Background: an optimization exercise with open tools, aiming at small area. Do not read the settings as production practice. At most, simulation tests tie the RTL to the original design; equivalence was not proved. Only the layout flow was run in runs 3 and 4; the RTL was not checked for function there. Power figures rest on the tool's default switching activity, not on a simulated workload.

==> flow/design.v <==
`default_nettype none
package game_pkg;
  localparam logic [2:0] START     = 3'd0;
  localparam logic [2:0] CLEAR     = 3'd1;
  localparam logic [2:0] PLAY      = 3'd2;
  localparam logic [2:0] GAME_OVER = 3'd3;
  localparam logic [2:0] WIN       = 3'd4;
  localparam logic [7:0] SCREEN_W = 8'd160;
  localparam logic [6:0] SCREEN_H = 7'd120;
  localparam logic [7:0] SHIP_W   = 8'd16;
  localparam logic [6:0] SHIP_H   = 7'd10;
  localparam logic [7:0] ENEMY_W  = 8'd16;
  localparam logic [6:0] ENEMY_H  = 7'd10;
  localparam logic [7:0] BULLET_W = 8'd4;
  localparam logic [6:0] BULLET_H = 7'd1;
  localparam logic [7:0] ENEMY_START_X = 8'd140;   
  localparam logic [7:0] BULLET_DX     = 8'd16;    
  localparam logic [6:0] BULLET_DY     = 7'd4;
  localparam logic [2:0] COL_BLACK  = 3'b000;
  localparam logic [2:0] COL_SHIP   = 3'b010;
  localparam logic [2:0] COL_ENEMY  = 3'b100;
  localparam logic [2:0] COL_BULLET = 3'b110;
  localparam logic [2:0] COL_LOSE   = 3'b101;
  localparam logic [2:0] COL_WIN    = 3'b011;
  localparam logic [6:0] LFSR_SEED = 7'h3f;   
endpackage
`default_nettype wire
`timescale 1ns/1ps
`default_nettype none
import game_pkg::*;
module shooter_top #(
  parameter int TICK_DIV   = 64,
  parameter int FIFO_DEPTH = 16
) (
  input  logic        CLOCK_50,
  input  logic        rst_n,
  input  logic        btn_left,
  input  logic        btn_right,
  input  logic        btn_up,
  input  logic        btn_down,
  input  logic        fire,
  input  logic        restart,
  input  logic        plot_ready,
  output logic        plot_valid,
  output logic [7:0]  plot_x,
  output logic [6:0]  plot_y,
  output logic [2:0]  plot_color,
  output logic [2:0]  game_state
);
  localparam int TW = (TICK_DIV > 1) ? $clog2(TICK_DIV) : 1;
  localparam int AW = (FIFO_DEPTH > 1) ? $clog2(FIFO_DEPTH) : 1;
  localparam logic [AW:0] FULL_CNT = (AW+1)'(FIFO_DEPTH);
  localparam logic [1:0] T_FILL = 2'd0;
  localparam logic [1:0] T_SHIP = 2'd1;
  localparam logic [1:0] T_ENEMY = 2'd2;
  localparam logic [1:0] T_BUL  = 2'd3;
  logic [TW-1:0] tick_cnt;
  logic          tick;
  logic          frame_go;
  logic [6:0]    lfsr;
  logic [6:0]    pending;
  logic [6:0]    first_box;
  logic          end_drawn;    
  logic [7:0]    ship_x, enemy_x, bul_x;
  logic [6:0]    ship_y, enemy_y, bul_y;
  logic          bul_act;
  logic [7:0]    cur_ship_x, cur_enemy_x;    
  logic [6:0]    cur_ship_y, cur_enemy_y;
  logic          cur_bul_act;
  logic [7:0]    ers_ship_x, ers_bul_x;
  logic [6:0]    ers_ship_y, ers_bul_y;
  logic [7:0]    nxt_ship_x, nxt_enemy_x, nxt_bul_x;
  logic [6:0]    nxt_ship_y, nxt_bul_y;
  logic          nxt_bul_act;
  logic [6:0]    spawn_y;
  logic          hit_lose, hit_win, draw_en;
  logic          inc_x, dec_x, inc_y, dec_y;
  logic [8:0]    dsx, dbx;
  logic [7:0]    dsy, dby;
  logic          play_go;
  assign tick     = (tick_cnt == TW'(TICK_DIV - 1));
  assign frame_go = tick && (pending == '0);
  assign play_go  = frame_go && (game_state == PLAY);
  always_comb
  begin
    logic seen;
    seen = 1'b0;
    for (int i = 0; i < 7; i++)
    begin
      first_box[i] = pending[i] && !seen;
      seen = seen || pending[i];
    end
  end
  assign spawn_y  = (lfsr <= SCREEN_H - ENEMY_H) ? lfsr : lfsr - 7'd32;
  assign fresh       = (kq0[3:2] == T_FILL);
  assign end_drawn   = (kq0[3:2] == T_FILL);
  assign cur_ship_x  = fresh ? '0 : ship_x;
  assign cur_ship_y  = fresh ? '0 : ship_y;
  assign cur_enemy_x = fresh ? ENEMY_START_X : enemy_x;
  assign cur_enemy_y = fresh ? spawn_y : enemy_y;
  assign cur_bul_act = !fresh && bul_act;
  assign inc_x = btn_right && (btn_left ? (cur_ship_x == '0) : (cur_ship_x < SCREEN_W - SHIP_W));
  assign dec_x = btn_left && (btn_right ? (cur_ship_x > SCREEN_W - SHIP_W) : (cur_ship_x != '0));
  assign inc_y = btn_up && !btn_down && (cur_ship_y < SCREEN_H - SHIP_H);
  assign dec_y = btn_down && (btn_up ? (cur_ship_y >= SCREEN_H - SHIP_H) : (cur_ship_y != '0));
  always_comb
  begin
    nxt_ship_x  = cur_ship_x + {{7{dec_x}}, dec_x || inc_x};
    nxt_ship_y  = cur_ship_y + {{6{dec_y}}, dec_y || inc_y};
    nxt_enemy_x = cur_enemy_x - 8'd1;
    nxt_bul_x   = bul_x;
    nxt_bul_y   = bul_y;
    nxt_bul_act = cur_bul_act;
    if (cur_bul_act)
    begin
      nxt_bul_x = bul_x + 8'd1;
      if ((bul_x >= SCREEN_W - BULLET_W - 8'd1) && (bul_x != 8'd255))
        nxt_bul_act = 1'b0;
    end
    if (fire && !nxt_bul_act)
    begin
      nxt_bul_x   = nxt_ship_x + BULLET_DX;
      nxt_bul_y   = nxt_ship_y + BULLET_DY;
      nxt_bul_act = 1'b1;
    end
    dsx = {1'b0, nxt_ship_x} - {1'b0, cur_enemy_x};
    dsy = {1'b0, nxt_ship_y} - {1'b0, cur_enemy_y};
    dbx = {1'b0, nxt_bul_x} - {1'b0, cur_enemy_x};
    dby = {1'b0, nxt_bul_y} - {1'b0, cur_enemy_y};
    hit_lose = ((dsx < 9'd15) || (dsx >= 9'd496)) && ((dsy < 8'd10) || (dsy > 8'd246)) ||
               (cur_enemy_x == 8'd1);
    hit_win  = nxt_bul_act && ((dbx < 9'd15) || (dbx >= 9'd508)) && (dby < 8'd10);
    draw_en  = !hit_lose && !hit_win;
  end
  logic          busy;
  logic [7:0]    wcol;
  logic [6:0]    wrow;
  logic [3:0]    kq0, kq1, kq2;    
  logic          fresh;            
  logic [3:0]    req_kind;
  logic          accept, push, pop, load;
  logic [AW:0]   count;
  always_comb
  begin
    if (first_box[0])
      req_kind = {T_FILL, (game_state == WIN) ? 2'd2 : (game_state == GAME_OVER) ? 2'd1 : 2'd0};
    else if (first_box[1] || first_box[4])
      req_kind = {T_SHIP, first_box[4], first_box[4]};
    else if (first_box[2] || first_box[5])
      req_kind = {T_ENEMY, first_box[5], first_box[5]};
    else
      req_kind = {T_BUL, first_box[6], first_box[6]};
  end
  function automatic logic row_end(logic [1:0] t, logic [7:0] c);
    case (t)
      T_FILL:  row_end = (c == SCREEN_W - 8'd1);
      T_BUL:   row_end = (c == BULLET_W - 8'd1);
      default: row_end = (c == SHIP_W - 8'd1);
    endcase
  endfunction
  function automatic logic box_end(logic [1:0] t, logic [6:0] r);
    case (t)
      T_FILL:  box_end = (r == SCREEN_H - 7'd1);
      T_BUL:   box_end = (r == BULLET_H - 7'd1);
      default: box_end = (r == SHIP_H - 7'd1);
    endcase
  endfunction
  function automatic logic w_row_end(logic [1:0] t, logic [7:0] c);
    case (t)
      T_FILL:  w_row_end = (c == 8'd45);    
      T_BUL:   w_row_end = (c == 8'd7);     
      default: w_row_end = (c == 8'd28);    
    endcase
  endfunction
  function automatic logic w_box_end(logic [1:0] t, logic [6:0] r);
    case (t)
      T_FILL:  w_box_end = (r == 7'd106);   
      T_BUL:   w_box_end = (r == 7'd0);     
      default: w_box_end = (r == 7'd123);   
    endcase
  endfunction
  assign accept = (pending != '0) && !busy;
  assign push   = busy && (count != FULL_CNT);
  assign load   = !plot_valid || plot_ready;
  assign pop    = load && (count != '0);
  always_ff @(posedge CLOCK_50 or negedge rst_n)
  begin
    if (!rst_n)
    begin
      busy <= 1'b0;
      wcol <= '0;
      wrow <= '0;
    end
    else if (accept)
    begin
      busy <= 1'b1;
      wcol <= '0;
      wrow <= '0;
    end
    else if (push)
    begin
      if (w_row_end(kq0[3:2], wcol))
      begin
        wcol <= '0;
        if (w_box_end(kq0[3:2], wrow))
          busy <= 1'b0;
        else
          wrow <= {wrow[5:0], !(wrow[6] ^ wrow[5])};
      end
      else
        wcol <= {wcol[6:0], !(wcol[7] ^ wcol[5] ^ wcol[4] ^ wcol[3])};
    end
  end
  always_ff @(posedge CLOCK_50)
  begin
    if (accept)
    begin
      kq0 <= req_kind;
      kq1 <= kq0;
    end
    else if (play_go)
    begin
      if (kq0[3:2] != T_FILL) kq0[0] <= 1'b0;
      if (kq1[3:2] != T_FILL) kq1[0] <= 1'b0;
    end
  end
  logic [1:0]    ob;           
  logic          oend;         
  logic [7:0]    ocol;
  logic [6:0]    orow;
  logic [3:0]    ok;           
  logic [3:0]    nk;           
  logic          o_row_end, o_pre_end, nb_off;
  logic [7:0]    ox0;
  logic [6:0]    oy0;
  logic          on_screen;
  assign kq2 = {T_ENEMY, kq1[1:0]};
  always_comb
  begin
    case (ob)
      2'd1:    ok = kq0;
      2'd2:    ok = kq1;
      default: ok = kq2;
    endcase
    nk = (ob == 2'd3) ? kq1 : kq0;
  end
  function automatic logic pre_end(logic [1:0] t, logic [7:0] c, logic [6:0] r);
    case (t)
      T_FILL:  pre_end = (c == SCREEN_W - 8'd2) && (r == SCREEN_H - 7'd1);
      T_BUL:   pre_end = (c == BULLET_W - 8'd2) && (r == BULLET_H - 7'd1);
      default: pre_end = (c == SHIP_W - 8'd2) && (r == SHIP_H - 7'd1);
    endcase
  endfunction
  assign o_row_end = row_end(ok[3:2], ocol);
  assign o_pre_end = pre_end(ok[3:2], ocol, orow);
  assign nb_off    = (nk[3:2] == T_BUL) && ((nk[0] ? bul_x : ers_bul_x) >= SCREEN_W);
  always_comb
  begin
    case (ok[3:2])
      T_FILL:  begin ox0 = '0; oy0 = '0; end
      T_SHIP:  begin ox0 = ok[0] ? ship_x : ers_ship_x; oy0 = ok[0] ? ship_y : ers_ship_y; end
      T_ENEMY: begin ox0 = enemy_x;                     oy0 = enemy_y;                     end
      default: begin ox0 = ok[0] ? bul_x  : ers_bul_x;  oy0 = ok[0] ? bul_y  : ers_bul_y;  end
    endcase
    if (ok[3:2] == T_FILL)
      plot_color = (ok[1:0] == 2'd2) ? COL_WIN : (ok[1:0] == 2'd1) ? COL_LOSE : COL_BLACK;
    else if (!ok[1])
      plot_color = COL_BLACK;
    else if (ok[3:2] == T_SHIP)
      plot_color = COL_SHIP;
    else if (ok[3:2] == T_ENEMY)
      plot_color = COL_ENEMY;
    else
      plot_color = COL_BULLET;
  end
  assign plot_x = ox0 + ocol + 8'((ok[3:2] == T_ENEMY) && !ok[0]);
  assign plot_y = oy0 + orow;
  always_comb
  begin
    if (oend)
      on_screen = !nb_off;
    else if (o_row_end)
      on_screen = (plot_y < SCREEN_H - 7'd1) || (plot_y == 7'd127);
    else
      on_screen = ((plot_x < SCREEN_W - 8'd1) || (plot_x == 8'd255)) && (plot_y < SCREEN_H);
  end
  always_ff @(posedge CLOCK_50 or negedge rst_n)
  begin
    if (!rst_n)
    begin
      count <= '0;
      ob    <= 2'd1;
      oend  <= 1'b1;   
    end
    else
    begin
      if (push && !pop)
        count <= count + 1'b1;
      else if (pop && !push)
        count <= count - 1'b1;
      ob <= ob + 2'(accept) - 2'(pop && oend);
      if (pop)
        oend <= !oend && !o_row_end && o_pre_end;
    end
  end
  always_ff @(posedge CLOCK_50)
  begin
    if (pop)
    begin
      if (oend || o_row_end)
        ocol <= '0;
      else
        ocol <= ocol + 8'd1;
      if (oend)
        orow <= '0;
      else if (o_row_end)
        orow <= orow + 7'd1;
    end
  end
  always_ff @(posedge CLOCK_50 or negedge rst_n)
  begin
    if (!rst_n)
      plot_valid <= 1'b0;
    else if (load)
      plot_valid <= (count != '0) && on_screen;
  end
  always_ff @(posedge CLOCK_50 or negedge rst_n)
  begin
    if (!rst_n)
    begin
      tick_cnt   <= '0;
      lfsr       <= LFSR_SEED;
      pending    <= '0;
      game_state <= START;
    end
    else
    begin
      tick_cnt <= tick ? '0 : tick_cnt + 1'b1;
      if (tick && game_state == START)
        lfsr <= {lfsr[5:0], lfsr[4] ^ lfsr[1]};
      if (accept)
        pending <= pending & ~first_box;
      if (frame_go)
      begin
        case (game_state)
          START:
            if (btn_left || btn_right || btn_up || btn_down)
              game_state <= CLEAR;
          CLEAR:
          begin
            pending    <= 7'b0000001;   
            game_state <= PLAY;
          end
          PLAY:
          begin
            pending <= {draw_en && nxt_bul_act, draw_en, draw_en, cur_bul_act, 2'b11, 1'b0};
            if (hit_lose)
              game_state <= GAME_OVER;
            else if (hit_win)
              game_state <= WIN;
          end
          GAME_OVER, WIN:
            if (!end_drawn)
              pending <= 7'b0000001;   
            else if (restart)
              game_state <= START;
          default:
            game_state <= START;
        endcase
      end
    end
  end
  always_ff @(posedge CLOCK_50)
  begin
    if (play_go)
    begin
      ship_x      <= nxt_ship_x;
      ship_y      <= nxt_ship_y;
      enemy_x     <= nxt_enemy_x;
      enemy_y     <= cur_enemy_y;
      bul_x       <= nxt_bul_x;
      bul_y       <= nxt_bul_y;
      bul_act     <= nxt_bul_act;
      ers_ship_x  <= cur_ship_x;
      ers_ship_y  <= cur_ship_y;
      ers_bul_x   <= bul_x;
      ers_bul_y   <= bul_y;
    end
  end
endmodule
`default_nettype wire
==> flow/run.sh <==
#!/bin/bash
# synth_recipe.tcl (not shown) runs the flow's synth.tcl, then flattens the netlist and writes it again
# the make line also repeats each setting of config.mk as NAME=value (left out here)
make -C /OpenROAD-flow-scripts/flow DESIGN_CONFIG=/design/flow/config.mk WORK_HOME=/design/flow/orfs CLKGATE_MAP_FILE= SYNTH_SCRIPT=/design/flow/synth_recipe.tcl finish
==> flow/config.mk <==
export PLATFORM = sky130hd
export DESIGN_NAME = shooter_top
export DESIGN_NICKNAME = shooter_top
export VERILOG_FILES = /design/flow/design.v
export SDC_FILE = /design/flow/constraint.sdc
export NUM_CORES = 4
export LEC_CHECK = 0
export CAP_MARGIN = 20
export CORE_MARGIN = 2
export CORE_UTILIZATION = 60
export CTS_CLUSTER_DIAMETER = 100
export CTS_CLUSTER_SIZE = 40
export PLACE_DENSITY = 0.7
export SLEW_MARGIN = 20
==> flow/constraint.sdc <==
create_clock -name core_clock -period 10.0 [get_ports {CLOCK_50}]
set_input_delay 2.0000 -clock core_clock [delete_from_list [all_inputs] [get_ports {CLOCK_50}]]
set_output_delay 2.0000 -clock core_clock [all_outputs]
set_load 0.01 [all_outputs]
==> impl_results.md, run 1 <==
* Pleak at 4.754 nW
* Sequential Power Share at 43.0%
* Synthesized area per cell at 9.561 um^2
* Register clock-pin slew on the reported worst setup and hold paths at 0.06 ns
* Max frequency at 0.1302 GHz
* DR iter-0 viols at 653
* Netlist cell types at 83
* Final antenna diode count at 0
* Die area at 0.01873 mm^2
* Area Overhead vs Synth at 9.944%
* Internal power at 1.269 mW
* Final WS setup at 2.322 ns
* Initial cell density of the core at 61.25%
* Area of the core at 0.01730 mm^2
* Chip width at 136.9 um
* Routability cong. at 0.8992
* Arrival time worst endpoint at 5.68 ns
* Syn nets at 1,210
* Crit share post-route at 76.78%
* Htree depth at 4
* Sw Share at 29.75%
* Max cap viols at 0
* Clock root cell: clkbuf_16
* CTS buffer count at 17
* Worst Skew at 0.008382 ns
* Hold bufs inserted after CTS at 0
* Switching pwr at 537.5 uW
* DPL Wire Length at 18.24 mm
* IO buf count at 30
* Synth Area in Compound Gates at 16.90%
* VDD IR max at 0.0001565 V
* Period minus WS final at 7.678 ns
* CP Launch Type: flop
* Cell depth of the worst hold path at 0
* Hold Violations, Final at 0
* Slew @ Worst Pin at 0.9897 ns
* Via/cell ratio at 6.098
* Fraction of registers with async set or reset after synthesis at 32.65%
* DRC viols at 0
* Max Fanout on Critical Path at 30
* Worst-Skew Late Latency at 0.43 ns
* Post-synth EDFFs at 99
* Clock power frac at 33.9%
* Crit path cell chain: inv_1 -> ha_1 -> or2_2 -> a22o_1 -> buf_4 -> inv_1 -> nand2_1 -> nand2_1 -> a221oi_1 -> a31o_2 -> fa_1 -> nor2b_1 -> o21ai_0 -> a21boi_0 -> o21ai_0 -> a21boi_0 -> o21ai_0 -> nor3b_1 -> or2_2 -> clkdlybuf4s50_1
* Crit end category: output pin
* Rows at 48
* Global-route wire length before repair at 38.71 mm
* Crit Path Class: flop to output pin
* Vias in the first global route at 7,473
* Gr ovfl total at 0
* Final slew viol count at 0
* First-pass DRT Iterations at 6
* Worst R2R Path Depth at 24
* Leading post-synthesis cells by cell area: edfxtp_1, ha_1, dfrtp_1
* CP peak stage delay at 0.55 ns
* Post-route ant nets at 0
* Total Power at 1.807 mW
* Antenna violations before repair at 0
* Slowest CP cell: dfstp_2
* Top cells by count, synth: nand2_1, edfxtp_1, nor2_1
* Num ports at 31
* Largest net degree at the start of global routing at 78
* Yosys top cell area share at 28.06%
* FF+latch count, synth at 147
* Slew headroom at 34.02%
* Count leader, synth: nand2_1
* Drt total wl at 24.19 mm
* Post-synth top area cell: edfxtp_1
* Worst min path class: flop to flop
* Fin nets at 1,231
* Outcome: timing/DRC/antenna clean
* Post-cts repair resize count at 0
* Synthesized area at 0.01059 mm^2
* Main combinational cell family by area after synthesis: simple AND/OR/NAND/NOR gates
* Vias at 8,336
* Reg2reg setup slack at 3.47 ns
* # setup viols final at 0
* Fraction of the mapped netlist area in adder cells at 11.69%
* Setup TNS at 0 ns
* Post-synthesis simple-gate area fraction at 18.38%
* GRT Total Usage at 26.63%
* Share of layout cells above drive strength 1 at 8.056%
* CTS max path bufs at 2
* Mapped Cells at 1,108
* Required @ worst endpoint at 8.00 ns
* Power per cell area at 155.1 mW/mm^2
* Most numerous cell on the critical path: o21ai_0
* Post-synthesis sequential area ratio at 39.49%
* Post-CTS Setup Bufs at 0
* Post-synthesis xor/xnor area fraction at 6.590%
* Unrepaired setup endpoints after global routing: no
* Pre-CTS WS at 2.358 ns
* WL/cell at 17.70 um
* Die height at 136.9 um
* CTS tree: built
* Gate power share at 23.1%
* Primary FF master, synth: edfxtp_1
* Mux share of post-synthesis cell area at 2.728%
* Synthesis Warnings at 1
* Sink Count at 147
## metrics by stage
step | hold slack [ns] | cell area (um^2) | std cells | utilization [%]
after global routing | 0.4990 | 11650 | 1367 | 67.34
after CTS | 0.4838 | 11650 | 1367 | 67.34
final | 0.4820 | 11650 | 1367 | 67.34
after floorplan | 0.4244 | 10590 | 1108 | -
after detailed placement | 0.4683 | 11080 | 1335 | 64.03
after global placement | 0.4610 | 11080 | 1335 | 64.03
## power groups by stage
stage | clock network, mW | registers, mW | logic (mW)
2_1_floorplan | 0 | 0.771 | 0.297
3_3_place_gp | 0 | 0.787 | 0.407
3_5_place_dp | 0 | 0.788 | 0.419
4_1_cts | 0.620 | 0.777 | 0.420
5_1_grt | 0.645 | 0.784 | 0.468
6_report | 0.613 | 0.777 | 0.417
## layout by cell type (no fill, tap or decap), types with 32 or more instances in the layout
cell type	n
ha_1	82
nand3_1	32
a21oi_1	41
dfrtp_1	40
o21ai_0	59
xnor2_1	45
nor2_1	87
nand2_1	152
inv_1	72
edfxtp_1	99
## path summary, 6_finish.rpt
path | start | end
min reg2reg | kq0[1] | kq1[1]
max reg2reg | kq0[2] | pending[4]
max | ob[0] | plot_x[7]
max in group asynchronous | rst_n | tick_cnt[2]
min | kq0[1] | kq1[1]
min in group asynchronous | rst_n | plot_valid
## layout make-up
cell class / count / area [um^2]
Multi-Input combinational cell: 849 / 5966
Timing Repair Buffer: 37 / 347.8
Tap cell: 225 / 281.5
Inverter: 77 / 296.5
Clock inverter: 13 / 96.34
Sequential cell: 147 / 4184
Clock buffer: 19 / 475.5
Fill cell: 1388 / 5649
## registers in the layout (all words and copies together), names as in the netlist, 8 cells and up
signal / flops
bul_x: 8
enemy_x: 8
ers_bul_x: 8
ers_ship_x: 8
ocol: 8
ship_x: 8
wcol: 8
## critical path, delay by kind of cell, from the launching register on
family,cells,cell delay [ns]
adder cells (fa/ha/maj),2,0.73
AO/OA/AOI/OAI,8,1.54
buffers and inverters,4,1.33
flip-flops,1,0.55
AND/OR/NAND/NOR,6,1.09
## kinds of logic after synthesis
group	count (synthesis)
multiplexers	25
XOR/XNOR	78
AO/OA/AOI/OAI	246
flip-flops	147
buffers and inverters	112
AND/OR/NAND/NOR	407
adder cells (fa/ha/maj)	93
## routing by layer
layer | global-route usage [%] | routed length (um) | vias up
met4 | 8.534 | 537 | 0
met3 | 5.704 | 1331 | 33
li1 | - | - | 4065
met5 | 0 | 0 | -
met1 | 38.67 | 11580 | 3981
met2 | 39.78 | 10740 | 257
==> inputs of run 2 (changes only) <==
--- a/flow/config.mk
+++ b/flow/config.mk
@@ -7,8 +7,5 @@
 export LEC_CHECK = 0
 export CAP_MARGIN = 20
 export CORE_MARGIN = 2
-export CORE_UTILIZATION = 60
-export CTS_CLUSTER_DIAMETER = 100
-export CTS_CLUSTER_SIZE = 40
-export PLACE_DENSITY = 0.7
+export CORE_UTILIZATION = 40
 export SLEW_MARGIN = 20
==> run 2 against run 1 <==
  * Count of clock-buffer cells in the layout shrank 2
  * Register-to-register slack gained 0.04 ns
  * Worst setup slack better by 0.11 ns
==> impl_results.md, run 2 <==
* Crit end category: output pin
* R2r startpoint: kq0[3]
* HP Start: kq0[1]
* Post-synth top area cell: edfxtp_1
* Post-synth EDFFs at 99 (unchanged)
* DPL Wire Length at 18.55 mm (+1.7%)
* Drt total wl at 24.96 mm (+3.2%)
* CP top delay family: compound AO/OA/AOI/OAI gates
* Period minus WS final at 7.563 ns (-0.1149 ns)
* Share of layout cells above drive strength 1 at 8.144% (+0.088 points)
* Yosys top cell area share at 28.06% (unchanged)
* FF+latch count, synth at 147 (unchanged)
* Outcome: timing/DRC/antenna clean
* Slew @ Worst Pin at 1.045 ns (+0.05558 ns)
* Max frequency at 0.1322 GHz (+1.5%)
* Leading post-synthesis cells by cell area: edfxtp_1, ha_1, dfrtp_1
* Worst-Skew Late Latency at 0.43 ns (about the same)
* Post-synthesis sequential area ratio at 39.49% (unchanged)
* Sink Count at 147 (unchanged)
* # setup viols final at 0 (unchanged)
* Area of the core at 0.02606 mm^2 (+51%)
* Synthesized area per cell at 9.561 um^2 (unchanged)
* Initial cell density of the core at 40.65% (-21 points)
* Fin nets at 1,231 (unchanged)
* Hold bufs inserted after CTS at 0 (unchanged)
* Worst r2r dst: game_state[1]
* Worst Skew at 0.01320 ns (+0.004821 ns)
* Required @ worst endpoint at 8.00 ns (about the same)
* Gr ovfl total at 0 (unchanged)
* Area of the multi-input gates at 0.005966 mm^2 (unchanged)
* Chip width at 166.7 um (+22%)
* Post-cts repair resize count at 0 (unchanged)
* CP Launch Type: flop
* Critical path launch point: ob[0]
* Met2 usage at 29.11% (-11 points)
* VDD IR max at 0.0001423 V (-9.1%)
* Worst min path class: flop to flop
* Die height at 166.7 um (+22%)
* Via/cell ratio at 5.464 (-10%)
* Post-CTS Setup Bufs at 0 (unchanged)
* Synthesis Warnings at 1 (unchanged)
* Worst R2R Path Depth at 27 (+13%)
* CTS buffer count at 17 (unchanged)
* Fill cell count at 2,479 (+79%)
* Htree depth at 4 (unchanged)
* Commonest non-fill, non-tap cell in the layout: nand2_1
* Area Overhead vs Synth at 11.37%
* Netlist cell types at 83 (unchanged)
* Count leader, synth: nand2_1
* Max cap viols at 0 (unchanged)
* Reg2reg setup slack at 3.51 ns (+0.04 ns)
* DRC viols at 0 (unchanged)
* Clock root cell: clkbuf_16
* IO buf count at 30 (unchanged)
* CTS tree: built
* Fraction of registers with async set or reset after synthesis at 32.65% (unchanged)
* Register area at 0.004184 mm^2 (unchanged)
* Die area at 0.02780 mm^2 (+48%)
* Routability cong. at 0.8243 (-8.3%)
* Slowest CP cell: dfstp_2
* Placed cells at 1,445 (+8.2%)
* Crit share post-route at 75.63% (-1.1 points)
* Unrepaired setup endpoints after global routing: no
* Largest net degree at the start of global routing at 78 (unchanged)
* Post-route ant nets at 0 (unchanged)
* Register clock-pin slew on the reported worst setup and hold paths at 0.07 ns (about the same)
* Global-route wire length before repair at 41.36 mm (+6.8%)
* Arrival time worst endpoint at 5.56 ns (-0.12 ns)
* CTS max path bufs at 2 (unchanged)
* Crit path cell chain: inv_1 -> ha_1 -> or2_2 -> a22o_1 -> buf_4 -> inv_1 -> buf_4 -> nand2_1 -> nand2_1 -> a221oi_1 -> a31o_2 -> fa_1 -> nor2b_1 -> o21ai_0 -> a21boi_0 -> o21ai_0 -> a21boi_0 -> o21ai_0 -> nor3b_1 -> or2_2 -> clkdlybuf4s50_1
* WL/cell at 16.90 um (-4.5%)
* DR iter-0 viols at 568 (-13%)
* Buffers & Inverters on Critical Path at 5 (+1)
* Pleak at 4.766 nW (+0.26%)
* Slew headroom at 29.67% (-4.3 points)
* Primary FF master, synth: edfxtp_1
* GRT Total Usage at 18.45% (-8.2 points)
* Vias at 8,071 (-3.2%)
* Num ports at 31 (unchanged)
* Fin util at 45.28% (-22 points)
* GRT met1 Usage at 26.53% (-12 points)
* Final slew viol count at 0 (unchanged)
* Vias in the first global route at 7,718 (+3.3%)
* Met3 Track Usage GR at 2.115% (-3.6 points)
* GR peak layer: met2
* Setup TNS at 0 ns (unchanged)
* Fin cells at 1,477 (+8.0%)
* Cell depth of the worst hold path at 0 (unchanged)
* First-pass DRT Iterations at 5 (-1)
* Max Fanout on Critical Path at 31 (+3.3%)
* Top cells by count, synth: nand2_1, edfxtp_1, nor2_1
* Most numerous cell on the critical path: o21ai_0
* Syn nets at 1,210 (unchanged)
* Total Power at 1.820 mW (+0.75%)
* Crit Path Class: flop to output pin
* Rows at 59 (+23%)
* Hold Path End: kq1[1]
* Mapped Cells at 1,108 (unchanged)
* Power per cell area at 154.3 mW/mm^2 (-0.55%)
* Commonest non-fill, non-tap cells in the layout: nand2_1, edfxtp_1, nor2_1
* Synthesized area at 0.01059 mm^2 (unchanged)
* Final antenna diode count at 0 (unchanged)
* Hold Violations, Final at 0 (unchanged)
* CP peak stage delay at 0.55 ns (about the same)
* Antenna violations before repair at 0 (unchanged)
-- run 2: cell count changes in the layout (fill, tap and decap cells not counted), sizes merged --
cell	change
clkbuf	-2
inv	+6
clkinv	-2
clkinvlp	-2
-- run 2: worst max path at each step --
stage                             to  slack [ns]  depth (start not counted)
after floorplan           pending[4]        3.49                         24
after global placement    pending[4]        2.44                         24
after detailed placement  pending[4]        2.33                         24
after CTS                  plot_x[7]        2.37                         21
after global routing       plot_x[7]        1.96                         21
final                      plot_x[7]        2.44                         21
-- run 2: layout make-up --
cell class	instances	share of cell area (%)
multi-input combinational	849	50.56
timing repair buffer	37	2.948
clock inverter	15	1.357
clock buffer	17	3.606
sequential	147	35.46
tap	335	3.552
inverter	77	2.513
-- run 2: per-stage QoR --
stage	setup WS [ns]	hold WS (ns)	area, um^2
2_1_floorplan	3.487	0.4244	10590
3_3_place_gp	2.437	0.4469	11210
3_5_place_dp	2.330	0.4512	11210
4_1_cts	2.373	0.4674	11800
5_1_grt	1.962	0.4788	11800
6_report	2.437	0.4616	11800
-- run 2: worst register-to-register path: stages (launching register included) --
cell	delay [ns]
edfxtp_1	0.44
inv_1	0.11
ha_2	0.38
nand2b_4	0.29
clkinv_4	0.11
o2111ai_2	0.13
nand2_1	0.09
a22o_1	0.19
a31oi_1	0.16
ha_1	0.20
inv_1	0.06
fa_1	0.39
nand2b_1	0.16
a21oi_1	0.39
a21o_1	0.17
a21oi_1	0.07
xnor2_1	0.42
nand3_1	0.16
xor2_1	0.18
o21ai_0	0.28
ha_1	0.24
or2_2	0.12
o22ai_1	0.07
or4_1	0.51
a211o_1	0.27
nor3_1	0.41
o221a_2	0.26
a22oi_1	0.08
-- run 2: cell families after synthesis --
| kind of cell | after synthesis | share of synthesized area (%) |
|---|---|---|
| compound gates | 246 | 16.90 |
| buf+inv | 112 | 4.216 |
| xor+xnor | 78 | 6.590 |
| flops | 147 | 39.49 |
| fa+ha+maj | 93 | 11.69 |
| mux | 25 | 2.728 |
| simple gates | 407 | 18.38 |
-- run 2: power by group --
group	switching [mW]	internal [mW]	total, mW
Combinational	0.200	0.208	0.408
Sequential	0.0654	0.710	0.775
Clock	0.302	0.334	0.637
Total	0.567	1.25	1.82
-- run 2: routing by layer --
layer,part of all wire (%),up-vias,routed length [um]
met5,0,-,0
met4,2.1,0,520
met3,3.1,29,782
met2,46,142,11410
met1,49,3833,12240
li1,-,4067,-
==> inputs of run 3 (changes only) <==
--- a/flow/design.v
+++ b/flow/design.v
@@ -67,8 +67,9 @@
   logic [7:0]    cur_ship_x, cur_enemy_x;    
   logic [6:0]    cur_ship_y, cur_enemy_y;
   logic          cur_bul_act;
-  logic [7:0]    ers_ship_x, ers_bul_x;
-  logic [6:0]    ers_ship_y, ers_bul_y;
+  logic [7:0]    ers_bul_x;
+  logic [6:0]    ers_bul_y;
+  logic          mv_l, mv_r, mv_u, mv_d;   
   logic [7:0]    nxt_ship_x, nxt_enemy_x, nxt_bul_x;
   logic [6:0]    nxt_ship_y, nxt_bul_y;
   logic          nxt_bul_act;
@@ -132,9 +133,7 @@
     hit_win  = nxt_bul_act && ((dbx < 9'd15) || (dbx >= 9'd508)) && (dby < 8'd10);
     draw_en  = !hit_lose && !hit_win;
   end
-  logic          busy;
-  logic [7:0]    wcol;
-  logic [6:0]    wrow;
+  logic          busy;        
   logic [3:0]    kq0, kq1, kq2;    
   logic          fresh;            
   logic [3:0]    req_kind;
@@ -165,52 +164,10 @@
       default: box_end = (r == SHIP_H - 7'd1);
     endcase
   endfunction
-  function automatic logic w_row_end(logic [1:0] t, logic [7:0] c);
-    case (t)
-      T_FILL:  w_row_end = (c == 8'd45);    
-      T_BUL:   w_row_end = (c == 8'd7);     
-      default: w_row_end = (c == 8'd28);    
-    endcase
-  endfunction
-  function automatic logic w_box_end(logic [1:0] t, logic [6:0] r);
-    case (t)
-      T_FILL:  w_box_end = (r == 7'd106);   
-      T_BUL:   w_box_end = (r == 7'd0);     
-      default: w_box_end = (r == 7'd123);   
-    endcase
-  endfunction
   assign accept = (pending != '0) && !busy;
   assign push   = busy && (count != FULL_CNT);
   assign load   = !plot_valid || plot_ready;
   assign pop    = load && (count != '0);
-  always_ff @(posedge CLOCK_50 or negedge rst_n)
-  begin
-    if (!rst_n)
-    begin
-      busy <= 1'b0;
-      wcol <= '0;
-      wrow <= '0;
-    end
-    else if (accept)
-    begin
-      busy <= 1'b1;
-      wcol <= '0;
-      wrow <= '0;
-    end
-    else if (push)
-    begin
-      if (w_row_end(kq0[3:2], wcol))
-      begin
-        wcol <= '0;
-        if (w_box_end(kq0[3:2], wrow))
-          busy <= 1'b0;
-        else
-          wrow <= {wrow[5:0], !(wrow[6] ^ wrow[5])};
-      end
-      else
-        wcol <= {wcol[6:0], !(wcol[7] ^ wcol[5] ^ wcol[4] ^ wcol[3])};
-    end
-  end
   always_ff @(posedge CLOCK_50)
   begin
     if (accept)
@@ -232,6 +189,7 @@
   logic [3:0]    nk;           
   logic          o_row_end, o_pre_end, nb_off;
   logic [7:0]    ox0;
+  logic          ers_sh, kx_neg, kx_pos, ky_neg, ky_pos;
   logic [6:0]    oy0;
   logic          on_screen;
   assign kq2 = {T_ENEMY, kq1[1:0]};
@@ -258,7 +216,7 @@
   begin
     case (ok[3:2])
       T_FILL:  begin ox0 = '0; oy0 = '0; end
-      T_SHIP:  begin ox0 = ok[0] ? ship_x : ers_ship_x; oy0 = ok[0] ? ship_y : ers_ship_y; end
+      T_SHIP:  begin ox0 = ship_x;                      oy0 = ship_y;                      end
       T_ENEMY: begin ox0 = enemy_x;                     oy0 = enemy_y;                     end
       default: begin ox0 = ok[0] ? bul_x  : ers_bul_x;  oy0 = ok[0] ? bul_y  : ers_bul_y;  end
     endcase
@@ -273,8 +231,53 @@
     else
       plot_color = COL_BULLET;
   end
-  assign plot_x = ox0 + ocol + 8'((ok[3:2] == T_ENEMY) && !ok[0]);
-  assign plot_y = oy0 + orow;
+  assign ers_sh = (ok[3:2] == T_SHIP) && !ok[0];
+  assign kx_neg = ers_sh && mv_r;
+  assign kx_pos = ers_sh && mv_l || (ok[3:2] == T_ENEMY) && !ok[0];
+  assign ky_neg = ers_sh && mv_u;
+  assign ky_pos = ers_sh && mv_d;
+  assign plot_x = ox0 + ocol + {{7{kx_neg}}, kx_neg || kx_pos};
+  assign plot_y = oy0 + orow + {{6{ky_neg}}, ky_neg || ky_pos};
+  logic          o_near;
+  logic [4:0]    o_rem;
+  always_comb
+  begin
+    o_near = 1'b0;
+    o_rem  = '0;
+    if (oend)
+      o_near = 1'b1;
+    else
+      case (ok[3:2])
+        T_FILL:
+          if ((orow == SCREEN_H - 7'd1) && (ocol >= SCREEN_W - 8'd17))
+          begin
+            o_near = 1'b1;
+            o_rem  = ~ocol[4:0];   
+          end
+        T_BUL:
+        begin
+          o_near = 1'b1;
+          o_rem  = {3'd0, ~ocol[1:0]};
+        end
+        default:
+          if (orow == SHIP_H - 7'd1)
+          begin
+            o_near = 1'b1;
+            o_rem  = {1'b0, ~ocol[3:0]};
+          end
+          else if ((orow == SHIP_H - 7'd2) && (ocol == SHIP_W - 8'd1))
+          begin
+            o_near = 1'b1;
+            o_rem  = 5'd16;
+          end
+      endcase
+    if (ob == 2'd1)
+      busy = !o_near || (o_rem > count);
+    else if ((ob == 2'd2) && (kq0[3:2] == T_BUL))
+      busy = !o_near || ({1'b0, o_rem} + 6'd4 > {1'b0, count});
+    else
+      busy = 1'b1;
+  end
   always_comb
   begin
     if (oend)
@@ -381,8 +384,10 @@
       bul_x       <= nxt_bul_x;
       bul_y       <= nxt_bul_y;
       bul_act     <= nxt_bul_act;
-      ers_ship_x  <= cur_ship_x;
-      ers_ship_y  <= cur_ship_y;
+      mv_l        <= dec_x;
+      mv_r        <= inc_x;
+      mv_u        <= inc_y;
+      mv_d        <= dec_y;
       ers_bul_x   <= bul_x;
       ers_bul_y   <= bul_y;
     end
--- a/flow/config.mk
+++ b/flow/config.mk
@@ -7,5 +7,7 @@
 export LEC_CHECK = 0
 export CAP_MARGIN = 20
 export CORE_MARGIN = 2
-export CORE_UTILIZATION = 40
+export CORE_UTILIZATION = 60
+export CTS_BUF_LIST = sky130_fd_sc_hd__clkbuf_4 sky130_fd_sc_hd__clkbuf_8
+export PLACE_DENSITY = 0.7
 export SLEW_MARGIN = 20
==> run 3 against run 2 <==
  * First-iteration DRC count rose by 13%
  * Worst hold slack improved by 0.011 ns
  * Via count fell by 4.8%
  * Core utilization rose by 22 points
  * Power rose by 44%
  * Register-to-register slack got worse by 0.11 ns
  * Clock skew fell by 0.00070 ns
  * Sequential cell count fell by 27
  * Final cell count fell by 14%
  * Critical endpoint unchanged
  * Largest cell class unchanged
  * Largest power group is now combinational logic
==> impl_results.md, run 3 <==
* Hold bufs inserted after CTS at 0 (unchanged)
* IO buf count at 30 (unchanged)
* Post-synth EDFFs at 88 (-11%)
* CP peak stage delay at 0.71 ns (+0.16 ns)
* WL/cell at 17.91 um (+6.0%)
* Sink Count at 120 (-18%)
* Period minus WS final at 7.998 ns (+0.4349 ns)
* Worst min path class: flop to flop
* Slowest CP cell: fa_1
* Htree depth at 4 (unchanged)
* Buffers & Inverters on Critical Path at 4 (-1)
* Area Overhead vs Synth at 9.401%
* FF+latch count, synth at 120 (-18%)
* Fraction of registers with async set or reset after synthesis at 26.67% (-6.0 points)
* Unrepaired setup endpoints after global routing: no
* Post-route ant nets at 0 (unchanged)
* Initial cell density of the core at 61.04% (+20 points)
* Pleak at 4.442 nW (-6.8%)
* Arrival time worst endpoint at 6.00 ns (+0.44 ns)
* Vias in the first global route at 7,187 (-6.9%)
* Worst hold slack at 0.4725 ns (+0.01089 ns)
* CTS buffer count at 17 (unchanged)
* Post-cts repair resize count at 0 (unchanged)
* CTS max path bufs at 2 (unchanged)
* Crit path cell chain: inv_1 -> ha_1 -> a221o_1 -> inv_1 -> ha_1 -> nand4_1 -> fa_1 -> inv_1 -> ha_1 -> fa_1 -> a21o_1 -> a21oi_1 -> o21ai_0 -> a21oi_1 -> xnor2_1 -> clkdlybuf4s50_1
* Required @ worst endpoint at 8.00 ns (about the same)
* Worst Skew at 0.01251 ns (-0.0006964 ns)
* Final slew viol count at 0 (unchanged)
* CP Launch Type: flop
* Outcome: timing/DRC/antenna clean
* Vias at 7,682 (-4.8%)
* Leading post-synthesis cells by cell area: edfxtp_1, ha_1, dfrtp_1
* Fin nets at 1,165 (-5.4%)
* Count leader, synth: inv_1
* Crit share post-route at 79.98% (+4.3 points)
* Netlist cell types at 80 (-3.6%)
* Area of the core at 0.01583 mm^2 (-39%)
* Max cap viols at 0 (unchanged)
* Share of layout cells above drive strength 1 at 7.569% (-0.58 points)
* DPL Wire Length at 17.62 mm (-5.0%)
* VDD IR max at 0.0003105 V (+120%)
* Crit Path Class: flop to output pin
* Global-route wire length before repair at 36.80 mm (-11%)
* Chip width at 130.9 um (-21%)
* GRT Total Usage at 28.00% (+9.6 points)
* Rows at 46 (-22%)
* Max Fanout on Critical Path at 20 (-35%)
* Final Cell Area at 0.01057 mm^2 (-10%)
* Largest net degree at the start of global routing at 74 (-5.1%)
* Drt total wl at 22.80 mm (-8.6%)
* Worst-Skew Late Latency at 0.45 ns (+0.02 ns)
* Total Power at 2.618 mW (+44%)
* Placed inst area at 0.01015 mm^2 (-9.5%)
* Placed cells at 1,241 (-14%)
* Post-synth top area cell: edfxtp_1
* Mapped Cells at 1,018 (-8.1%)
* Clock root cell: clkbuf_8
* Post-synthesis sequential area ratio at 35.74% (-3.8 points)
* Synthesized area per cell at 9.491 um^2 (-0.74%)
* Hold Violations, Final at 0 (unchanged)
* # setup viols final at 0 (unchanged)
* Via/cell ratio at 6.035 (+10%)
* DR iter-0 viols at 641 (+13%)
* Fill cell count at 1,301 (-48%)
* Yosys top cell area share at 27.35% (-0.71 points)
* Register clock-pin slew on the reported worst setup and hold paths at 0.07 ns (about the same)
* Top cells by count, synth: inv_1, ha_1, nand2_1
* Die area at 0.01713 mm^2 (-38%)
* Die height at 130.9 um (-21%)
* Gr ovfl total at 0 (unchanged)
* Setup TNS at 0 ns (unchanged)
* Commonest non-fill, non-tap cells in the layout: inv_1, nand2_1, ha_1
* Antenna violations before repair at 0 (unchanged)
* Final antenna diode count at 0 (unchanged)
* Primary FF master, synth: edfxtp_1
* Power per cell area at 247.7 mW/mm^2 (+61%)
* Synthesized area at 0.009662 mm^2 (-8.8%)
* Synthesis Warnings at 1 (unchanged)
* Crit end category: output pin
* Slew @ Worst Pin at 0.9501 ns (-0.09517 ns)
* First-pass DRT Iterations at 5 (unchanged)
* Fin cells at 1,273 (-14%)
* Commonest non-fill, non-tap cell in the layout: inv_1
* DRC viols at 0 (unchanged)
* Slew headroom at 36.66% (+7.0 points)
* Post-CTS Setup Bufs at 0 (unchanged)
* Syn nets at 1,139 (-5.9%)
* CTS tree: built
* Routability cong. at 0.8636 (+4.8%)
* CP top delay family: adder cells
* Max frequency at 0.1250 GHz (-5.4%)
* Num ports at 31 (unchanged)
==> run 3: changes by cell type in the layout (fill, tap and decap cells not counted), moves of 17 or more <==
| cell | before | now |
|---|---|---|
| clkbuf_16 | 17 | 0 |
| clkbuf_8 | 0 | 20 |
| inv_1 | 72 | 98 |
| nand2_1 | 152 | 90 |
| nor2_1 | 87 | 67 |
| o21ai_0 | 59 | 40 |
==> run 3: power breakdown <==
part	internal (mW)	switching [mW]	total (mW)	leakage, nW
Sequential	0.591	0.0563	0.648	1.18
Clock	0.265	0.210	0.476	0.223
Combinational	0.716	0.779	1.49	3.04
Total	1.57	1.05	2.62	4.44
==> run 3: area by class of cell <==
cell class                 count  area (um^2)  area share [%]
tap                          216        270.3           2.557
clock buffer                  20        275.3           2.604
timing repair buffer          36        345.3           3.267
clock inverter                12        145.1           1.373
inverter                      98        367.9           3.480
sequential                   120         3453           32.67
multi-input combinational    771         5713           54.05
==> run 3: path summary, 6_finish.rpt <==
| path | startpoint | endpoint | slack (ns) | cells after the start |
|---|---|---|---|---|
| worst max register to register | kq0[2] | pending[4] | 3.40 | 23 |
| worst max-delay path | ob[0] | plot_x[7] | 2.00 | 16 |
| min in group asynchronous | rst_n | count[1] | 1.95 | 2 |
| max in group asynchronous | rst_n | lfsr[0] | 7.70 | 2 |
| worst min register to register | kq0[1] | kq1[1] | 0.47 | 0 |
| worst min-delay path | kq0[1] | kq1[1] | 0.47 | 0 |
==> run 3: logic make-up (layout without fill, tap and decap cells) <==
logic type      Yosys count  count (layout)  share of synthesized area (%)
simple gates            324             324                          16.63
flops                   120             120                          35.74
mux                      17              17                          1.878
buf+inv                 127             166                          5.141
xor+xnor                 75              75                          6.799
compound gates          242             242                          17.50
fa+ha+maj               113             113                          16.32
==> run 3: layer usage <==
metal	GRT usage, %	wire length, um
met1	38.75	10430
met2	45.34	10710
met3	4.479	1122
met4	9.074	544
met5	0	0
==> run 3: through the flow <==
stage	worst slack [ns]	utilization (%)
final	2.002	66.78
after global routing	1.601	66.78
after CTS	1.942	66.78
after detailed placement	2.392	64.13
after global placement	2.513	64.13
after floorplan	3.406	-
==> run 3: worst reg2reg max path, delay by kind of cell (launching register included) <==
kind                       cells  cell delay, ns
adders and majority gates      3            0.98
buffers and inverters          4            0.64
and+or+nand+nor                4            1.55
DFF                            1            0.55
AOI/OAI and AO/OA             10            2.20
xor gates and xnor gates       2            0.58
==> inputs of run 4 (changes only) <==
--- a/flow/config.mk
+++ b/flow/config.mk
@@ -8,6 +8,8 @@
 export CAP_MARGIN = 20
 export CORE_MARGIN = 2
 export CORE_UTILIZATION = 60
-export CTS_BUF_LIST = sky130_fd_sc_hd__clkbuf_4 sky130_fd_sc_hd__clkbuf_8
+export CTS_BUF_LIST = sky130_fd_sc_hd__clkbuf_4
+export CTS_CLUSTER_DIAMETER = 50
+export CTS_CLUSTER_SIZE = 8
 export PLACE_DENSITY = 0.7
 export SLEW_MARGIN = 20
==> run 4 against run 3 <==
  * Still clean
  * Critical path depth did not move
  * Sequential share of layout area rose by 0.42 points
  * Combinational power barely moved
  * Via count rose by 0.23%
  * Worst setup slack got worse by 0.095 ns
  * Power fell by 4.2%
  * Non-clock buffer count did not move
  * Routed wire length fell by 0.23%
  * Clock power fell by 23%
  * Area after synthesis did not move
  * Worst hold slack barely moved
==> impl_results.md, run 4 <==
* Unrepaired setup endpoints after global routing: no
* Required @ worst endpoint at 8.00 ns (about the same)
* Die area at 0.01713 mm^2 (unchanged)
* Syn nets at 1,139 (unchanged)
* Power per cell area at 240.4 mW/mm^2 (-2.9%)
* Rows at 46 (unchanged)
* Sink Count at 120 (unchanged)
* Yosys top cell area share at 27.35% (unchanged)
* Worst min path class: flop to flop
* Hold bufs inserted after CTS at 0 (unchanged)
* Commonest non-fill, non-tap cell in the layout: inv_1
* Post-synth top area cell: edfxtp_1
* Leading post-synthesis cells by cell area: edfxtp_1, ha_1, dfrtp_1
* Area of the core at 0.01583 mm^2 (unchanged)
* Initial cell density of the core at 61.04% (unchanged)
* Commonest non-fill, non-tap cells in the layout: inv_1, nand2_1, ha_1
* Post-synth EDFFs at 88 (unchanged)
* Outcome: timing/DRC/antenna clean
* Worst Skew at 0.02259 ns (+0.01008 ns)
* Post-CTS Setup Bufs at 0 (unchanged)
* Share of layout cells above drive strength 1 at 7.285% (-0.28 points)
* Fin cells at 1,274 (+0.079%)
* # setup viols final at 0 (unchanged)
* Worst hold slack at 0.4728 ns (+0.0002620 ns)
* Max frequency at 0.1236 GHz (-1.2%)
* CTS buffer count at 17 (unchanged)
* GRT Total Usage at 27.88% (-0.12 points)
* Slew headroom at 36.11% (-0.55 points)
* Arrival time worst endpoint at 6.09 ns (+0.09 ns)
* Critical path launch point: ob[0]
* Final WS setup at 1.906 ns (-0.09545 ns)
* R2r startpoint: kq0[2]
* Register clock-pin slew on the reported worst setup and hold paths at 0.11 ns (+0.04 ns)
* Vias at 7,700 (+0.23%)
* Post-synthesis sequential area ratio at 35.74% (unchanged)
* WL/cell at 17.86 um (-0.31%)
* Count leader, synth: inv_1
* Max cap viols at 0 (unchanged)
* DPL Wire Length at 17.62 mm (unchanged)
* Fill cell count at 1,319 (+1.4%)
* Slew @ Worst Pin at 0.9583 ns (+0.008240 ns)
* Vias in the first global route at 7,189 (+0.028%)
* Synthesized area per cell at 9.491 um^2 (unchanged)
* Total Power at 2.509 mW (-4.2%)
* Area Overhead vs Synth at 8.016%
* Max Fanout on Critical Path at 20 (unchanged)
* Htree depth at 4 (unchanged)
* Netlist cell types at 80 (unchanged)
* Mapped Cells at 1,018 (unchanged)
* Synthesized area at 0.009662 mm^2 (unchanged)
* Synthesis Warnings at 1 (unchanged)
* Via/cell ratio at 6.044 (+0.16%)
* CTS max path bufs at 2 (unchanged)
* Primary FF master, synth: edfxtp_1
* Fraction of registers with async set or reset after synthesis at 26.67% (unchanged)
* Post-route ant nets at 0 (unchanged)
* Global-route wire length before repair at 36.65 mm (-0.41%)
* DRC viols at 0 (unchanged)
* CP Launch Type: flop
* VDD IR max at 0.0003106 V (about the same)
* Final Cell Area at 0.01044 mm^2 (-1.3%)
* Post-cts repair resize count at 0 (unchanged)
* Final slew viol count at 0 (unchanged)
* Gr ovfl total at 0 (unchanged)
* Drt total wl at 22.75 mm (-0.23%)
* Placed inst area at 0.01015 mm^2 (unchanged)
* Clock root cell: clkbuf_4
* First-pass DRT Iterations at 6 (+1)
* Hold Violations, Final at 0 (unchanged)
* Pleak at 4.381 nW (-1.4%)
* Top cells by count, synth: inv_1, ha_1, nand2_1
* Chip width at 130.9 um (unchanged)
* Num ports at 31 (unchanged)
* DR iter-0 viols at 689 (+7.5%)
* Crit end category: output pin
* Routability cong. at 0.8636 (unchanged)
* CTS tree: built
* Setup TNS at 0 ns (unchanged)
* IO buf count at 30 (unchanged)
* Period minus WS final at 8.094 ns (+0.09545 ns)
* Placed cells at 1,241 (unchanged)
* Worst-Skew Late Latency at 0.55 ns (+0.10 ns)
* Crit Path Class: flop to output pin
* Fin nets at 1,165 (unchanged)
* Pre-CTS WS at 2.392 ns (unchanged)
* Fin util at 65.94% (-0.85 points)
* Largest net degree at the start of global routing at 74 (unchanged)
* FF+latch count, synth at 120 (unchanged)
* HP Start: kq0[1]
* Crit share post-route at 80.94% (+0.95 points)
* Antenna violations before repair at 1 (+1)
* Die height at 130.9 um (unchanged)
==> run 4: path summary, 6_finish.rpt <==
path | to | slack [ns] | depth (start not counted)
worst max register to register | pending[4] | 3.43 | 23
worst min register to register | kq1[1] | 0.47 | 0
worst max-delay path | plot_x[7] | 1.91 | 16
min in group asynchronous | count[0] | 1.85 | 2
worst min-delay path | kq1[1] | 0.47 | 0
max in group asynchronous | oend | 7.81 | 2
==> run 4: power by group <==
part	internal [mW]	switching [mW]
clock network	0.170	0.195
logic	0.716	0.781
registers	0.591	0.0568
==> run 4: critical path: stages, from the launching register on <==
cell	delay, ns
dfstp_2	0.56
inv_1	0.06
ha_1	0.38
a221o_1	0.38
inv_1	0.11
ha_1	0.64
nand4_1	0.62
fa_1	0.71
inv_1	0.05
ha_1	0.21
fa_1	0.42
a21o_1	0.18
a21oi_1	0.20
o21ai_0	0.11
a21oi_1	0.18
xnor2_1	0.16
clkdlybuf4s50_1	0.57
==> run 4: final cells by class <==
type                    instances  area [um^2]  area share, %
inverters                      98        367.9          3.525
clock inverters                15        156.4          1.499
diodes                          1        2.502        0.02398
flip-flops and latches        120         3453          33.09
well taps                     216        270.3          2.590
repair buffers                 36        345.3          3.309
multi-input cells             771         5713          54.74
clock buffers                  17        127.6          1.223
==> run 4: logic make-up (layout without fill, tap and decap cells) <==
kind of cell	Yosys count	in the layout	share of synthesized area [%]
fa+ha+maj	113	113	16.32
other cells	0	1	0
flops	120	120	35.74
simple gates	324	324	16.63
buf+inv	127	166	5.141
mux	17	17	1.878
xor+xnor	75	75	6.799
compound gates	242	242	17.50
==> run 4: routing by layer <==
| layer | share of wire [%] | global-route usage [%] | vias to the layer above |
|---|---|---|---|
| met5 | 0 | 0 | - |
| met4 | 2.4 | 9.762 | 0 |
| met3 | 5.1 | 4.967 | 32 |
| met2 | 46 | 44.64 | 250 |
| met1 | 46 | 38.39 | 3666 |
| li1 | - | - | 3752 |
==> inputs of run 5 (changes only) <==
--- a/flow/design.v
+++ b/flow/design.v
@@ -183,14 +183,15 @@
   end
   logic [1:0]    ob;           
   logic          oend;         
-  logic [7:0]    ocol;
-  logic [6:0]    orow;
   logic [3:0]    ok;           
   logic [3:0]    nk;           
-  logic          o_row_end, o_pre_end, nb_off;
-  logic [7:0]    ox0;
+  logic [3:0]    sk;           
+  logic          o_row_end, o_pre_end;
+  logic [7:0]    sx0;          
+  logic [6:0]    sy0;
   logic          ers_sh, kx_neg, kx_pos, ky_neg, ky_pos;
-  logic [6:0]    oy0;
+  logic [3:0]    rc4;          
+  logic [3:0]    rr4;
   logic          on_screen;
   assign kq2 = {T_ENEMY, kq1[1:0]};
   always_comb
@@ -201,25 +202,23 @@
       default: ok = kq2;
     endcase
     nk = (ob == 2'd3) ? kq1 : kq0;
+    sk = oend ? nk : ok;
   end
-  function automatic logic pre_end(logic [1:0] t, logic [7:0] c, logic [6:0] r);
-    case (t)
-      T_FILL:  pre_end = (c == SCREEN_W - 8'd2) && (r == SCREEN_H - 7'd1);
-      T_BUL:   pre_end = (c == BULLET_W - 8'd2) && (r == BULLET_H - 7'd1);
-      default: pre_end = (c == SHIP_W - 8'd2) && (r == SHIP_H - 7'd1);
-    endcase
-  endfunction
-  assign o_row_end = row_end(ok[3:2], ocol);
-  assign o_pre_end = pre_end(ok[3:2], ocol, orow);
-  assign nb_off    = (nk[3:2] == T_BUL) && ((nk[0] ? bul_x : ers_bul_x) >= SCREEN_W);
+  assign ers_sh = (sk[3:2] == T_SHIP) && !sk[0];
+  assign kx_neg = ers_sh && mv_r;
+  assign kx_pos = ers_sh && mv_l || (sk[3:2] == T_ENEMY) && !sk[0];
+  assign ky_neg = ers_sh && mv_u;
+  assign ky_pos = ers_sh && mv_d;
   always_comb
   begin
-    case (ok[3:2])
-      T_FILL:  begin ox0 = '0; oy0 = '0; end
-      T_SHIP:  begin ox0 = ship_x;                      oy0 = ship_y;                      end
-      T_ENEMY: begin ox0 = enemy_x;                     oy0 = enemy_y;                     end
-      default: begin ox0 = ok[0] ? bul_x  : ers_bul_x;  oy0 = ok[0] ? bul_y  : ers_bul_y;  end
+    case (sk[3:2])
+      T_FILL:  begin sx0 = '0;      sy0 = '0;      end
+      T_SHIP:  begin sx0 = ship_x;  sy0 = ship_y;  end
+      T_ENEMY: begin sx0 = enemy_x; sy0 = enemy_y; end
+      default: begin sx0 = sk[0] ? bul_x : ers_bul_x; sy0 = sk[0] ? bul_y : ers_bul_y; end
     endcase
+    sx0 = sx0 + {{7{kx_neg}}, kx_neg || kx_pos};
+    sy0 = sy0 + {{6{ky_neg}}, ky_neg || ky_pos};
     if (ok[3:2] == T_FILL)
       plot_color = (ok[1:0] == 2'd2) ? COL_WIN : (ok[1:0] == 2'd1) ? COL_LOSE : COL_BLACK;
     else if (!ok[1])
@@ -231,13 +230,28 @@
     else
       plot_color = COL_BULLET;
   end
-  assign ers_sh = (ok[3:2] == T_SHIP) && !ok[0];
-  assign kx_neg = ers_sh && mv_r;
-  assign kx_pos = ers_sh && mv_l || (ok[3:2] == T_ENEMY) && !ok[0];
-  assign ky_neg = ers_sh && mv_u;
-  assign ky_pos = ers_sh && mv_d;
-  assign plot_x = ox0 + ocol + {{7{kx_neg}}, kx_neg || kx_pos};
-  assign plot_y = oy0 + orow + {{6{ky_neg}}, ky_neg || ky_pos};
+  assign rc4 = plot_x[3:0] - sx0[3:0];
+  assign rr4 = plot_y[3:0] - sy0[3:0];
+  always_comb
+  begin
+    case (ok[3:2])
+      T_FILL:
+      begin
+        o_row_end = (plot_x == SCREEN_W - 8'd1);
+        o_pre_end = (plot_x == SCREEN_W - 8'd2) && (plot_y == SCREEN_H - 7'd1);
+      end
+      T_BUL:
+      begin
+        o_row_end = (rc4[1:0] == 2'd3);
+        o_pre_end = (rc4[1:0] == 2'd2);
+      end
+      default:
+      begin
+        o_row_end = (rc4 == 4'd15);
+        o_pre_end = (rc4 == 4'd14) && (rr4 == 4'(SHIP_H - 7'd1));
+      end
+    endcase
+  end
   logic          o_near;
   logic [4:0]    o_rem;
   always_comb
@@ -249,23 +263,23 @@
     else
       case (ok[3:2])
         T_FILL:
-          if ((orow == SCREEN_H - 7'd1) && (ocol >= SCREEN_W - 8'd17))
+          if ((plot_y == SCREEN_H - 7'd1) && (plot_x >= SCREEN_W - 8'd17))
           begin
             o_near = 1'b1;
-            o_rem  = ~ocol[4:0];   
+            o_rem  = ~plot_x[4:0];   
           end
         T_BUL:
         begin
           o_near = 1'b1;
-          o_rem  = {3'd0, ~ocol[1:0]};
+          o_rem  = {3'd0, ~rc4[1:0]};
         end
         default:
-          if (orow == SHIP_H - 7'd1)
+          if (rr4 == 4'(SHIP_H - 7'd1))
           begin
             o_near = 1'b1;
-            o_rem  = {1'b0, ~ocol[3:0]};
+            o_rem  = {1'b0, ~rc4};
           end
-          else if ((orow == SHIP_H - 7'd2) && (ocol == SHIP_W - 8'd1))
+          else if ((rr4 == 4'(SHIP_H - 7'd2)) && (rc4 == 4'd15))
           begin
             o_near = 1'b1;
             o_rem  = 5'd16;
@@ -281,9 +295,9 @@
   always_comb
   begin
     if (oend)
-      on_screen = !nb_off;
+      on_screen = (sx0 < SCREEN_W) && (sy0 < SCREEN_H);
     else if (o_row_end)
-      on_screen = (plot_y < SCREEN_H - 7'd1) || (plot_y == 7'd127);
+      on_screen = (sx0 < SCREEN_W) && ((plot_y < SCREEN_H - 7'd1) || (plot_y == 7'd127));
     else
       on_screen = ((plot_x < SCREEN_W - 8'd1) || (plot_x == 8'd255)) && (plot_y < SCREEN_H);
   end
@@ -311,13 +325,13 @@
     if (pop)
     begin
       if (oend || o_row_end)
-        ocol <= '0;
+        plot_x <= sx0;
       else
-        ocol <= ocol + 8'd1;
+        plot_x <= plot_x + 8'd1;
       if (oend)
-        orow <= '0;
+        plot_y <= sy0;
       else if (o_row_end)
-        orow <= orow + 7'd1;
+        plot_y <= plot_y + 7'd1;
     end
   end
   always_ff @(posedge CLOCK_50 or negedge rst_n)
--- a/flow/config.mk
+++ b/flow/config.mk
@@ -8,8 +8,6 @@
 export CAP_MARGIN = 20
 export CORE_MARGIN = 2
 export CORE_UTILIZATION = 60
-export CTS_BUF_LIST = sky130_fd_sc_hd__clkbuf_4
-export CTS_CLUSTER_DIAMETER = 50
-export CTS_CLUSTER_SIZE = 8
+export CTS_BUF_LIST = sky130_fd_sc_hd__clkbuf_4 sky130_fd_sc_hd__clkbuf_8
 export PLACE_DENSITY = 0.7
 export SLEW_MARGIN = 20
==> run 5 against run 4 <==
  * Sequential cell count stayed put
  * Via count is 2.7% lower
  * Core utilization is 1.2 points higher
  * Count of clock-buffer cells in the layout is 7 higher
  * Largest power group unchanged
  * Combinational power is about 40% higher
  * Area after synthesis is 1.1% lower
  * Clock skew is 0.014 ns lower
  * Routed wire length is 3.1% lower
==> impl_results.md, run 5 <==
* Most numerous cell on the critical path: ha_1
* DR iter-0 viols at 543 (-21%)
* Yosys top cell area share at 27.66% (+0.31 points)
* Critical path launch point: ob[0]
* Global-route wire length before repair at 36.27 mm (-1.0%)
* Arrival time worst endpoint at 8.67 ns (+2.58 ns)
* GRT Total Usage at 27.46% (-0.42 points)
* Area Overhead vs Synth at 10.33%
* Htree depth at 4 (unchanged)
* Num ports at 31 (unchanged)
* Hold Violations, Final at 0 (unchanged)
* Largest net degree at the start of global routing at 68 (-8.1%)
* DPL Wire Length at 16.79 mm (-4.7%)
* Placed inst area at 0.01009 mm^2 (-0.57%)
* Leading post-synthesis cells by cell area: edfxtp_1, ha_1, dfrtp_1
* CTS buffer count at 17 (unchanged)
* Outcome: timing/DRC/antenna clean
* Worst-Skew Late Latency at 0.44 ns (-0.11 ns)
* Post-synth top area cell: edfxtp_1
* Top cells by count, synth: ha_1, edfxtp_1, nand2_1
* Final WS setup at 1.649 ns (-0.2572 ns)
* Total Power at 3.347 mW (+33%)
* Gr ovfl total at 0 (unchanged)
* Synthesized area at 0.009554 mm^2 (-1.1%)
* First-pass DRT Iterations at 5 (-1)
* Commonest non-fill, non-tap cells in the layout: ha_1, nand2_1, edfxtp_1
* Pleak at 4.473 nW (+2.1%)
* Share of layout cells above drive strength 1 at 7.832% (+0.55 points)
* Chip width at 130.2 um (-0.54%)
* Worst Skew at 0.008426 ns (-0.01416 ns)
* Rows at 46 (unchanged)
* Hold bufs inserted after CTS at 0 (unchanged)
* Die height at 130.2 um (-0.54%)
* CTS max path bufs at 2 (unchanged)
* Power per cell area at 317.5 mW/mm^2 (+32%)
* Slowest CP cell: dfstp_2
* Via/cell ratio at 5.932 (-1.9%)
* Max Fanout on Critical Path at 12 (-40%)
* Fill cell count at 1,318 (-0.076%)
* Register clock-pin slew on the reported worst setup and hold paths at 0.07 ns (-0.04 ns)
* Commonest non-fill, non-tap cell in the layout: ha_1
* Slew @ Worst Pin at 0.9570 ns (-0.001326 ns)
* Count leader, synth: ha_1
* Post-CTS Setup Bufs at 0 (unchanged)
* Sink Count at 120 (unchanged)
* Initial cell density of the core at 60.81% (-0.24 points)
* Setup TNS at 0 ns (unchanged)
* Syn nets at 1,116 (-2.0%)
* CP peak stage delay at 0.55 ns (-0.16 ns)
* Final antenna diode count at 0 (-1)
* Primary FF master, synth: edfxtp_1
* Crit Path Class: flop to flop
* Fin nets at 1,149 (-1.4%)
* Vias in the first global route at 7,243 (+0.75%)
* Mapped Cells at 1,001 (-1.7%)
* # setup viols final at 0 (unchanged)
* Max frequency at 0.1197 GHz (-3.1%)
* Reg2reg setup slack at 1.65 ns (-1.78 ns)
* Fin cells at 1,263 (-0.86%)
* Slew headroom at 34.55% (-1.6 points)
* Area of the core at 0.01571 mm^2 (-0.73%)
* Post-route ant nets at 0 (unchanged)
* Final slew viol count at 0 (unchanged)
* WL/cell at 17.45 um (-2.3%)
* DRC viols at 0 (unchanged)
* VDD IR max at 0.0001754 V (-44%)
* Post-cts repair resize count at 0 (unchanged)
* Period minus WS final at 8.351 ns (+0.2572 ns)
* Pre-CTS WS at 1.701 ns (-0.6917 ns)
* FF+latch count, synth at 120 (unchanged)
* Post-synthesis sequential area ratio at 36.14% (+0.40 points)
* Synthesis Warnings at 1 (unchanged)
* R2r startpoint: ob[0]
* Netlist cell types at 85 (+6.3%)
* Die area at 0.01695 mm^2 (-1.1%)
* Crit share post-route at 83.51% (+2.6 points)
* Required @ worst endpoint at 10.32 ns (+2.32 ns)
* CP Launch Type: flop
* Antenna violations before repair at 0 (-1)
* Synthesized area per cell at 9.545 um^2 (+0.57%)
* Clock root cell: clkbuf_8
* Crit end category: flop
* Max cap viols at 0 (unchanged)
* Drt total wl at 22.04 mm (-3.1%)
* Routability cong. at 0.9100 (+5.4%)
* IO buf count at 30 (unchanged)
* Worst min path class: flop to flop
* CTS tree: built
* Final Cell Area at 0.01054 mm^2 (+1.0%)
* Post-synth EDFFs at 88 (unchanged)
* HP Start: tick_cnt[5]
* Placed cells at 1,231 (-0.81%)
* Fraction of registers with async set or reset after synthesis at 26.67% (unchanged)
* Vias at 7,492 (-2.7%)
* Unrepaired setup endpoints after global routing: no
run 5: changes by cell type after synthesis, sizes merged, moves of 12 or more:
cell    delta
mux2i     +17
nand3     -12
inv       -34
nor2      +12
a22o      +16
a221oi    -13
o21ai     +31
run 5: layout make-up:
class                      count  area [um^2]  share of cell area [%]
clock buffer                  24        305.3                   2.896
inverter                      64        240.2                   2.279
multi-input combinational    791         5753                   54.58
clock inverter                 8        143.9                   1.365
sequential                   120         3453                   32.76
timing repair buffer          40        375.4                   3.561
tap                          216        270.3                   2.564
run 5: where the power goes:
part           total (mW)  leakage, nW  internal, mW  switching [mW]
logic                2.10         3.05         0.904            1.20
clock network       0.499        0.235         0.303           0.196
registers           0.747         1.18         0.654          0.0930
total                3.35         4.47          1.86            1.49
run 5: per-layer routing:
layer  up-vias  wire (um)  track usage [%]
met1      3563      10310            37.07
li1       3726          -                -
met4         0        612            10.37
met2       169      10340            44.63
met3        34        782            4.551
met5         -          0                0
run 5: kinds of logic (layout without fill, tap and decap cells):
logic type / count (synthesis) / count (layout) / synth area share (%)
mux: 34 / 34 / 3.680
buf+inv: 90 / 136 / 3.680
simple gates: 313 / 313 / 16.42
fa+ha+maj: 107 / 107 / 14.85
compound gates: 253 / 253 / 17.38
flops: 120 / 120 / 36.14
xor+xnor: 84 / 84 / 7.844
run 5: metrics by stage:
step | hold WS [ns] | utilization, %
floorplan | 0.4206 | -
global placement | 0.4740 | 64.23
detailed placement | 0.4771 | 64.23
CTS | 0.4870 | 67.09
global route | 0.5030 | 67.09
finish | 0.4840 | 67.09
run 5: worst max-delay path, delay by kind of cell (launching register included):
| family | cells | cell delay (ns) |
|---|---|---|
| compound gates | 14 | 2.77 |
| xor+xnor | 3 | 0.46 |
| flops | 1 | 0.55 |
| simple gates | 10 | 1.87 |
| fa+ha+maj | 8 | 2.29 |
| buf+inv | 3 | 0.29 |
run 5: worst paths after layout:
kind	endpoint	depth (start not counted)
worst max-delay path	count[4]	38
worst min-delay path	tick_cnt[5]	1
worst max register to register	count[4]	38
worst min register to register	tick_cnt[5]	1
max in group asynchronous	ob[0]	2
min in group asynchronous	tick_cnt[4]	2

separate check: timing with driven ports:
Ports are ideal in the flow. The routed layouts listed here were re-timed in OpenROAD.
Step 1: set_driving_cell puts a clkbuf_16 on CLOCK_50 and a buf_2 on each other input, an assumption about the parent block.
Step 2, shift: input delay + t, output delay - t, t = (earliest + latest rising clock arrival at the registers) / 2. This alone moves slack from input paths to output paths.
Three values: no drivers, after step 1, after step 2; two values: the first two.
run | shift t [ns] | setup slack, ns | worst register clock-pin slew, ns
run 1 | 0.470 | 2.322 / 2.275 / 2.354 | 0.07 / 0.07
run 2 | 0.475 | 2.437 / 2.390 / 2.296 | 0.08 / 0.08
run 3 | 0.479 | 2.002 / 1.967 / 2.303 | 0.08 / 0.08
run 4 | 0.577 | 1.906 / 1.870 / 2.364 | 0.12 / 0.12
run 5 | 0.478 | 1.649 / 1.649 / 1.649 | 0.07 / 0.07
After both steps every run listed still meets setup and hold. The setup slack of run 2, which loses most, moves by -0.047 ns with the drivers and by -0.141 ns with both steps.
